What follows belongs to an exercise in optimizing a design on an open flow for small area; a production flow would make more cautious choices. At most, simulation tests tie the RTL to the original design; equivalence was not proved. Power and IR drop assume default switching activity. No driver is modelled on the clock port, so clocking that relies on it looks cheaper here than on a real chip.

==> job 757: inputs <==
==> flow/design.v <==
package speckle_pkg;
    localparam int ROWS    = 24;
    localparam int COLS    = 24;
    localparam int NB_DATA = 12;                    
    localparam int DEPTH   = ROWS * COLS;
    localparam int NB_DIV  = 24;                    
    localparam int NB_CNT  = 10;                    
    typedef logic [NB_DATA-1:0] pixel_t;
    typedef logic [NB_CNT-1:0]  cnt_t;              
    typedef logic [NB_DIV-1:0]  div_t;              
    typedef enum logic {
        MODE_SCAN   = 1'b0,
        MODE_CONFIG = 1'b1
    } mode_e;
    typedef enum logic [2:0] {
        IDLE      = 3'b000,
        DONE      = 3'b001,
        SCAN_TRIG = 3'b010,
        SCAN_WAIT = 3'b011,
        CFG_READ  = 3'b100,
        CFG_SEND  = 3'b101,
        CFG_KEY   = 3'b110,
        FINISH    = 3'b111
    } seq_state_e;
    typedef struct packed {
        logic   done;                               
        pixel_t value;
    } adc_rsp_t;
    typedef struct packed {
        logic sclk;
        logic sdata;
        logic key_wr;
    } chip_pins_t;
    typedef struct packed {
        logic valid;
        logic data;                                 
        logic key;                                  
    } shift_req_t;
    function automatic cnt_t cnt_next(input cnt_t c);
        cnt_next = {c[NB_CNT-2:0], ~(c[9] ^ c[6])};
    endfunction
    function automatic cnt_t cnt_at(input int n);
        cnt_t c;
        c = '0;
        for (int i = 0; i < n; i++) begin
            c = cnt_next(c);
        end
        cnt_at = c;
    endfunction
    localparam cnt_t CNT_LAST = cnt_at(DEPTH - 1);
endpackage
module pixel_counter (
    input  logic clk,
    input  logic i_rst_n,
    input  logic i_step,
    output logic o_last
);
    speckle_pkg::cnt_t cnt;
    assign o_last = (cnt == speckle_pkg::CNT_LAST);
    always_ff @(posedge clk) begin
        if (!i_rst_n) begin
            cnt <= '0;
        end else if (i_step) begin
            cnt <= o_last ? '0 : speckle_pkg::cnt_next(cnt);
        end
    end
endmodule
module pixel_ram (
    input  logic                clk,
    input  logic                i_shift,
    input  logic                i_load,
    input  speckle_pkg::pixel_t i_wdata,
    output speckle_pkg::pixel_t o_head
);
    localparam int NB = speckle_pkg::DEPTH * speckle_pkg::NB_DATA;
    logic [NB-1:0] frame;
    assign o_head = frame[speckle_pkg::NB_DATA-1:0];
    always_ff @(posedge clk) begin
        if (i_shift) begin
            frame <= {(i_load ? i_wdata : o_head), frame[NB-1:speckle_pkg::NB_DATA]};
        end
    end
endmodule
module chip_shifter (
    input  logic                    clk,
    input  logic                    i_rst_n,
    input  speckle_pkg::div_t       i_clk_div,
    input  speckle_pkg::shift_req_t i_req,
    output logic                    o_ready,
    output speckle_pkg::chip_pins_t o_chip
);
    logic              active;                      
    logic              second_half;
    logic              sdata;
    logic              key_wr;
    speckle_pkg::div_t phase_cnt;
    logic              half_done;
    assign o_ready   = !active;
    assign half_done = (phase_cnt == i_clk_div);
    assign o_chip.sclk   = active && second_half && !key_wr;
    assign o_chip.sdata  = sdata;
    assign o_chip.key_wr = key_wr;
    always_ff @(posedge clk) begin
        if (!i_rst_n) begin
            active      <= 1'b0;
            second_half <= 1'b0;
            phase_cnt   <= '0;
            sdata       <= 1'b0;
            key_wr      <= 1'b0;
        end else if (!active) begin
            if (i_req.valid) begin
                active      <= 1'b1;
                second_half <= 1'b0;
                phase_cnt   <= speckle_pkg::div_t'(1);
                if (i_req.key) begin
                    key_wr <= 1'b1;                 
                end else begin
                    sdata <= i_req.data;            
                end
            end
        end else if (half_done) begin
            phase_cnt <= speckle_pkg::div_t'(1);
            if (!second_half) begin
                second_half <= 1'b1;
            end else begin
                active <= 1'b0;
                key_wr <= 1'b0;
            end
        end else begin
            phase_cnt <= phase_cnt + 1'b1;
        end
    end
endmodule
module mode_sequencer (
    input  logic                    clk,
    input  logic                    i_rst_n,
    input  logic                    i_start,
    input  speckle_pkg::mode_e      i_mode,
    input  speckle_pkg::pixel_t     i_threshold,
    input  logic                    i_adc_done,
    input  logic                    i_last,
    input  speckle_pkg::pixel_t     i_ram_rdata,
    input  logic                    i_shift_ready,
    output logic                    o_adc_trigger,
    output logic                    o_step,
    output logic                    o_load,
    output speckle_pkg::shift_req_t o_shift,
    output logic                    o_busy,
    output logic                    o_done
);
    speckle_pkg::seq_state_e state;
    speckle_pkg::seq_state_e state_next;
    logic                    key_sent;              
    assign o_busy        = (state != speckle_pkg::IDLE) && (state != speckle_pkg::DONE);
    assign o_done        = (state == speckle_pkg::DONE);
    assign o_adc_trigger = (state == speckle_pkg::SCAN_TRIG);
    assign o_load        = (state == speckle_pkg::SCAN_WAIT);
    always_comb begin
        state_next = state;
        o_step     = 1'b0;
        o_shift    = '0;
        case (state)
            speckle_pkg::IDLE, speckle_pkg::DONE: begin
                if (i_start) begin
                    if (i_mode == speckle_pkg::MODE_SCAN) begin
                        state_next = speckle_pkg::SCAN_TRIG;
                    end else begin
                        state_next = speckle_pkg::CFG_READ;
                    end
                end else begin
                    state_next = speckle_pkg::IDLE;
                end
            end
            speckle_pkg::SCAN_TRIG: begin
                state_next = speckle_pkg::SCAN_WAIT;
            end
            speckle_pkg::SCAN_WAIT: begin
                if (i_adc_done) begin
                    o_step = 1'b1;
                    if (i_last) begin
                        state_next = speckle_pkg::FINISH;
                    end else begin
                        state_next = speckle_pkg::SCAN_TRIG;
                    end
                end
            end
            speckle_pkg::CFG_READ: begin
                state_next = speckle_pkg::CFG_SEND;
            end
            speckle_pkg::CFG_SEND: begin
                o_shift.valid = 1'b1;
                o_shift.data  = (i_ram_rdata > i_threshold);
                if (i_shift_ready) begin
                    o_step = 1'b1;
                    if (i_last) begin
                        state_next = speckle_pkg::CFG_KEY;
                    end else begin
                        state_next = speckle_pkg::CFG_READ;
                    end
                end
            end
            speckle_pkg::CFG_KEY: begin
                o_shift.valid = !key_sent;
                o_shift.key   = 1'b1;
                if (key_sent && i_shift_ready) begin
                    state_next = speckle_pkg::FINISH;
                end
            end
            default: begin                          
                state_next = speckle_pkg::DONE;
            end
        endcase
    end
    always_ff @(posedge clk) begin
        if (!i_rst_n) begin
            state    <= speckle_pkg::IDLE;
            key_sent <= 1'b0;
        end else begin
            state    <= state_next;
            key_sent <= (state == speckle_pkg::CFG_KEY) && (key_sent || i_shift_ready);
        end
    end
endmodule
module speckle_sensor_controller (
    input  logic                    clk,
    input  logic                    i_rst_n,
    input  logic                    i_start,
    input  speckle_pkg::mode_e      i_mode,
    input  speckle_pkg::pixel_t     i_threshold,
    input  speckle_pkg::div_t       i_clk_div,
    input  speckle_pkg::adc_rsp_t   i_adc,
    output logic                    o_adc_trigger,
    output speckle_pkg::chip_pins_t o_chip,
    output logic                    o_busy,
    output logic                    o_done
);
    logic                    step;
    logic                    load;
    logic                    cnt_last;
    speckle_pkg::pixel_t     ram_rdata;
    speckle_pkg::shift_req_t shift_req;
    logic                    shift_ready;
    mode_sequencer u_mode_sequencer (
        .clk           ( clk           ),
        .i_rst_n       ( i_rst_n       ),
        .i_start       ( i_start       ),
        .i_mode        ( i_mode        ),
        .i_threshold   ( i_threshold   ),
        .i_adc_done    ( i_adc.done    ),
        .i_last        ( cnt_last      ),
        .i_ram_rdata   ( ram_rdata     ),
        .i_shift_ready ( shift_ready   ),
        .o_adc_trigger ( o_adc_trigger ),
        .o_step        ( step          ),
        .o_load        ( load          ),
        .o_shift       ( shift_req     ),
        .o_busy        ( o_busy        ),
        .o_done        ( o_done        )
    );
    pixel_counter u_pixel_counter (
        .clk     ( clk      ),
        .i_rst_n ( i_rst_n  ),
        .i_step  ( step     ),
        .o_last  ( cnt_last )
    );
    pixel_ram u_pixel_ram (
        .clk     ( clk         ),
        .i_shift ( step        ),
        .i_load  ( load        ),
        .i_wdata ( i_adc.value ),
        .o_head  ( ram_rdata   )
    );
    chip_shifter u_chip_shifter (
        .clk       ( clk         ),
        .i_rst_n   ( i_rst_n     ),
        .i_clk_div ( i_clk_div   ),
        .i_req     ( shift_req   ),
        .o_ready   ( shift_ready ),
        .o_chip    ( o_chip      )
    );
endmodule
==> flow/flow/run.sh <==
#!/bin/bash
# Standard layout, with the clock tree built from strong buffers driving larger
# sink clusters and without dummy loads, and the smallest buffer on the ports.
set -euo pipefail
export CTS_ARGS="-sink_clustering_enable -repair_clock_nets -sink_clustering_size 30 -sink_clustering_max_diameter 80 -buf_list sky130_fd_sc_hd__clkbuf_16 -dont_use_dummy_load"
export BUFFER_PORTS_ARGS="-buffer_cell sky130_fd_sc_hd__buf_1"
bash standard.sh > standard.log 2>&1
==> flow/standard.sh <==
#!/bin/bash
# synth_recipe.tcl (not shown) runs the flow's synth.tcl, then flattens the netlist and writes it again
# the make line also repeats each setting of config.mk as NAME=value (left out here)
make -C /OpenROAD-flow-scripts/flow DESIGN_CONFIG=/design/flow/config.mk WORK_HOME=/design/flow/orfs CLKGATE_MAP_FILE= SYNTH_SCRIPT=/design/flow/synth_recipe.tcl "${@:-finish}"
==> flow/config.mk <==
export PLATFORM = sky130hd
export DESIGN_NAME = speckle_sensor_controller
export DESIGN_NICKNAME = speckle_sensor_controller
export VERILOG_FILES = /design/flow/design.v
export SDC_FILE = /design/flow/constraint.sdc
export NUM_CORES = 4
export LEC_CHECK = 0
export CAP_MARGIN = 0
export CORE_MARGIN = 2
export CORE_UTILIZATION = 70
export SLEW_MARGIN = 0
export SYNTH_MEMORY_MAX_BITS = 8192
==> flow/constraint.sdc <==
create_clock -name core_clock -period 10.0 [get_ports {clk}]
set_input_delay 2.0000 -clock core_clock [delete_from_list [all_inputs] [get_ports {clk}]]
set_output_delay 2.0000 -clock core_clock [all_outputs]
set_load 0.01 [all_outputs]
==> inputs of job 1195, as changes to job 757 <==
==> flow/design.v, changed modules only <==
module chip_shifter (
    input  logic                    clk,
    input  logic                    i_rst_n,
    input  speckle_pkg::div_t       i_clk_div,
    input  speckle_pkg::shift_req_t i_req,
    output logic                    o_ready,
    output speckle_pkg::chip_pins_t o_chip
);
    logic              active;                      
    logic              second_half;
    logic              sdata;
    logic              key_wr;
    speckle_pkg::div_t phase_cnt;
    logic              half_done;
    assign o_ready   = !active;
    assign half_done = (phase_cnt == i_clk_div);
    assign o_chip.sclk   = active && second_half && !key_wr;
    assign o_chip.sdata  = sdata;
    assign o_chip.key_wr = key_wr;
    always_ff @(posedge clk) begin
        if (!active || half_done) begin
            phase_cnt <= speckle_pkg::div_t'(1);
        end else begin
            phase_cnt <= phase_cnt + 1'b1;
        end
        if (!active) begin
            second_half <= 1'b0;
        end else if (half_done) begin
            second_half <= 1'b1;
        end
    end
    always_ff @(posedge clk) begin
        if (!i_rst_n) begin
            active <= 1'b0;
            sdata  <= 1'b0;
            key_wr <= 1'b0;
        end else if (!active) begin
            if (i_req.valid) begin
                active <= 1'b1;
                if (i_req.key) begin
                    key_wr <= 1'b1;                 
                end else begin
                    sdata <= i_req.data;            
                end
            end
        end else if (half_done && second_half) begin
            active <= 1'b0;
            key_wr <= 1'b0;
        end
    end
endmodule
==> flow/flow/run.sh (replaced) <==
#!/bin/bash
# Standard layout, with the clock tree built from strong buffers driving larger
# sink clusters and without dummy loads, and the smallest buffer on the ports.
set -euo pipefail
export CTS_ARGS="-sink_clustering_enable -repair_clock_nets -sink_clustering_size 34 -sink_clustering_max_diameter 80 -buf_list sky130_fd_sc_hd__clkbuf_16 -dont_use_dummy_load"
export BUFFER_PORTS_ARGS="-buffer_cell sky130_fd_sc_hd__buf_1"
bash standard.sh > standard.log 2>&1
==> inputs of job 9717, as changes to job 757 <==
==> flow/design.v, changed modules only <==
module chip_shifter (
    input  logic                    clk,
    input  logic                    i_rst_n,
    input  speckle_pkg::div_t       i_clk_div,
    input  speckle_pkg::shift_req_t i_req,
    output logic                    o_ready,
    output speckle_pkg::chip_pins_t o_chip
);
    logic              active;                      
    logic              second_half;
    logic              sdata;
    logic              key_wr;
    speckle_pkg::div_t phase_cnt;
    logic              half_done;
    assign o_ready   = !active;
    assign half_done = (phase_cnt == i_clk_div);
    assign o_chip.sclk   = active && second_half && !key_wr;
    assign o_chip.sdata  = sdata;
    assign o_chip.key_wr = key_wr;
    always_ff @(posedge clk) begin
        if (!active || half_done) begin
            phase_cnt <= speckle_pkg::div_t'(1);
        end else begin
            phase_cnt <= phase_cnt + 1'b1;
        end
        if (!active) begin
            second_half <= 1'b0;
        end else if (half_done) begin
            second_half <= 1'b1;
        end
    end
    always_ff @(posedge clk) begin
        if (!i_rst_n) begin
            active <= 1'b0;
            sdata  <= 1'b0;
            key_wr <= 1'b0;
        end else if (!active) begin
            if (i_req.valid) begin
                active <= 1'b1;
                if (i_req.key) begin
                    key_wr <= 1'b1;                 
                end else begin
                    sdata <= i_req.data;            
                end
            end
        end else if (half_done && second_half) begin
            active <= 1'b0;
            key_wr <= 1'b0;
        end
    end
endmodule
==> flow/run.sh (new file) <==
#!/bin/bash
# synth_recipe.tcl (not shown) runs the flow's synth.tcl, then flattens the netlist and writes it again
# the make line also repeats each setting of config.mk as NAME=value (left out here)
make -C /OpenROAD-flow-scripts/flow DESIGN_CONFIG=/design/flow/config.mk WORK_HOME=/design/flow/orfs CLKGATE_MAP_FILE= SYNTH_SCRIPT=/design/flow/synth_recipe.tcl finish
--- a/flow/config.mk
+++ b/flow/config.mk
@@ -8,5 +8,8 @@
 export CAP_MARGIN = 0
 export CORE_MARGIN = 2
 export CORE_UTILIZATION = 70
+export CTS_BUF_LIST = sky130_fd_sc_hd__clkbuf_16
+export CTS_CLUSTER_DIAMETER = 80
+export CTS_CLUSTER_SIZE = 34
 export SLEW_MARGIN = 0
 export SYNTH_MEMORY_MAX_BITS = 8192
removed: flow/flow/run.sh
removed: flow/standard.sh
==> results.txt <==
| quantity | job 9717 | job 757 | job 1195 |
|---|---|---|---|
| Status | timing/DRC/antenna clean | timing/DRC/antenna clean | timing/DRC/antenna clean |
| Xor and xnor area share after synthesis | 0.196% | 0.175% | 0.196% |
| Synth Net Count | 7,286 | 7,322 | 7,286 |
| Synthesized-area fraction occupied by and/or/nand/nor cells | 0.320% | 0.373% | 0.320% |
| Total routed wirelength | 230 mm | 229 mm | 230 mm |
| Worst-case register-to-register setup slack | 5810 ps | 4960 ps | 5720 ps |
| Met3 track demand over resource in global routing | 1.76% | 1.84% | 1.80% |
| Worst clock skew | 23.2 ps | 58.0 ps | 33.7 ps |
| Largest fanout on the critical path | 183 | 159 | 164 |
| Hpwl dp | 104 mm | 102 mm | 103 mm |
| First-pass GRT wire length | 343 mm | 348 mm | 348 mm |
| Vertical extent of the die | 552 um | 552 um | 552 um |
| Clock buffer and inverter area fraction after layout | 2.76% | 3.03% | 2.57% |
| Final non-clock buffer share | 0.654% | 0.519% | 0.488% |
| Routed WL per cell | 19.8 um | 19.7 um | 20.0 um |
| Wire length on met1 | 126 mm | 124 mm | 126 mm |
| Areal power density over the cells | 198 mW/mm2 | 199 mW/mm2 | 197 mW/mm2 |
The RTL of job 757 was laid out without a check of its function.

## re-timing with driven ports
How much do the figures lean on ideal ports? The routed layouts below were timed once more, with nothing changed but the port constraints.
Step 1 sets driving cells, clkbuf_16 on the clock port and buf_2 on the other inputs (assumed; they add their load-dependent delay and slew).
Step 2, shift: input delay + t, output delay - t, t = (earliest + latest rising clock arrival at the registers) / 2. This alone moves slack from input paths to output paths.
a / b / c = no drivers / after step 1 / after step 2; a / b = the first two.
run | shift t [ns] | setup slack, ns | hold WS [ns] | clock arrival spread, ns
job 757 | 0.974 | 4.898 / 4.943 / 3.969 | 0.393 / 0.393 / 0.393 | 0.058 / 0.058
job 1195 | 1.008 | 5.721 / 5.721 / 4.796 | 0.399 / 0.399 / 0.399 | 0.050 / 0.050
job 9717 | 1.000 | 5.261 / 5.330 / 4.331 | 0.410 / 0.410 / 0.410 | 0.036 / 0.037
After both steps setup and hold are still met in every run listed. The setup slack of job 9717, which loses most, moves by +0.069 ns with the drivers and by -0.930 ns with both steps.
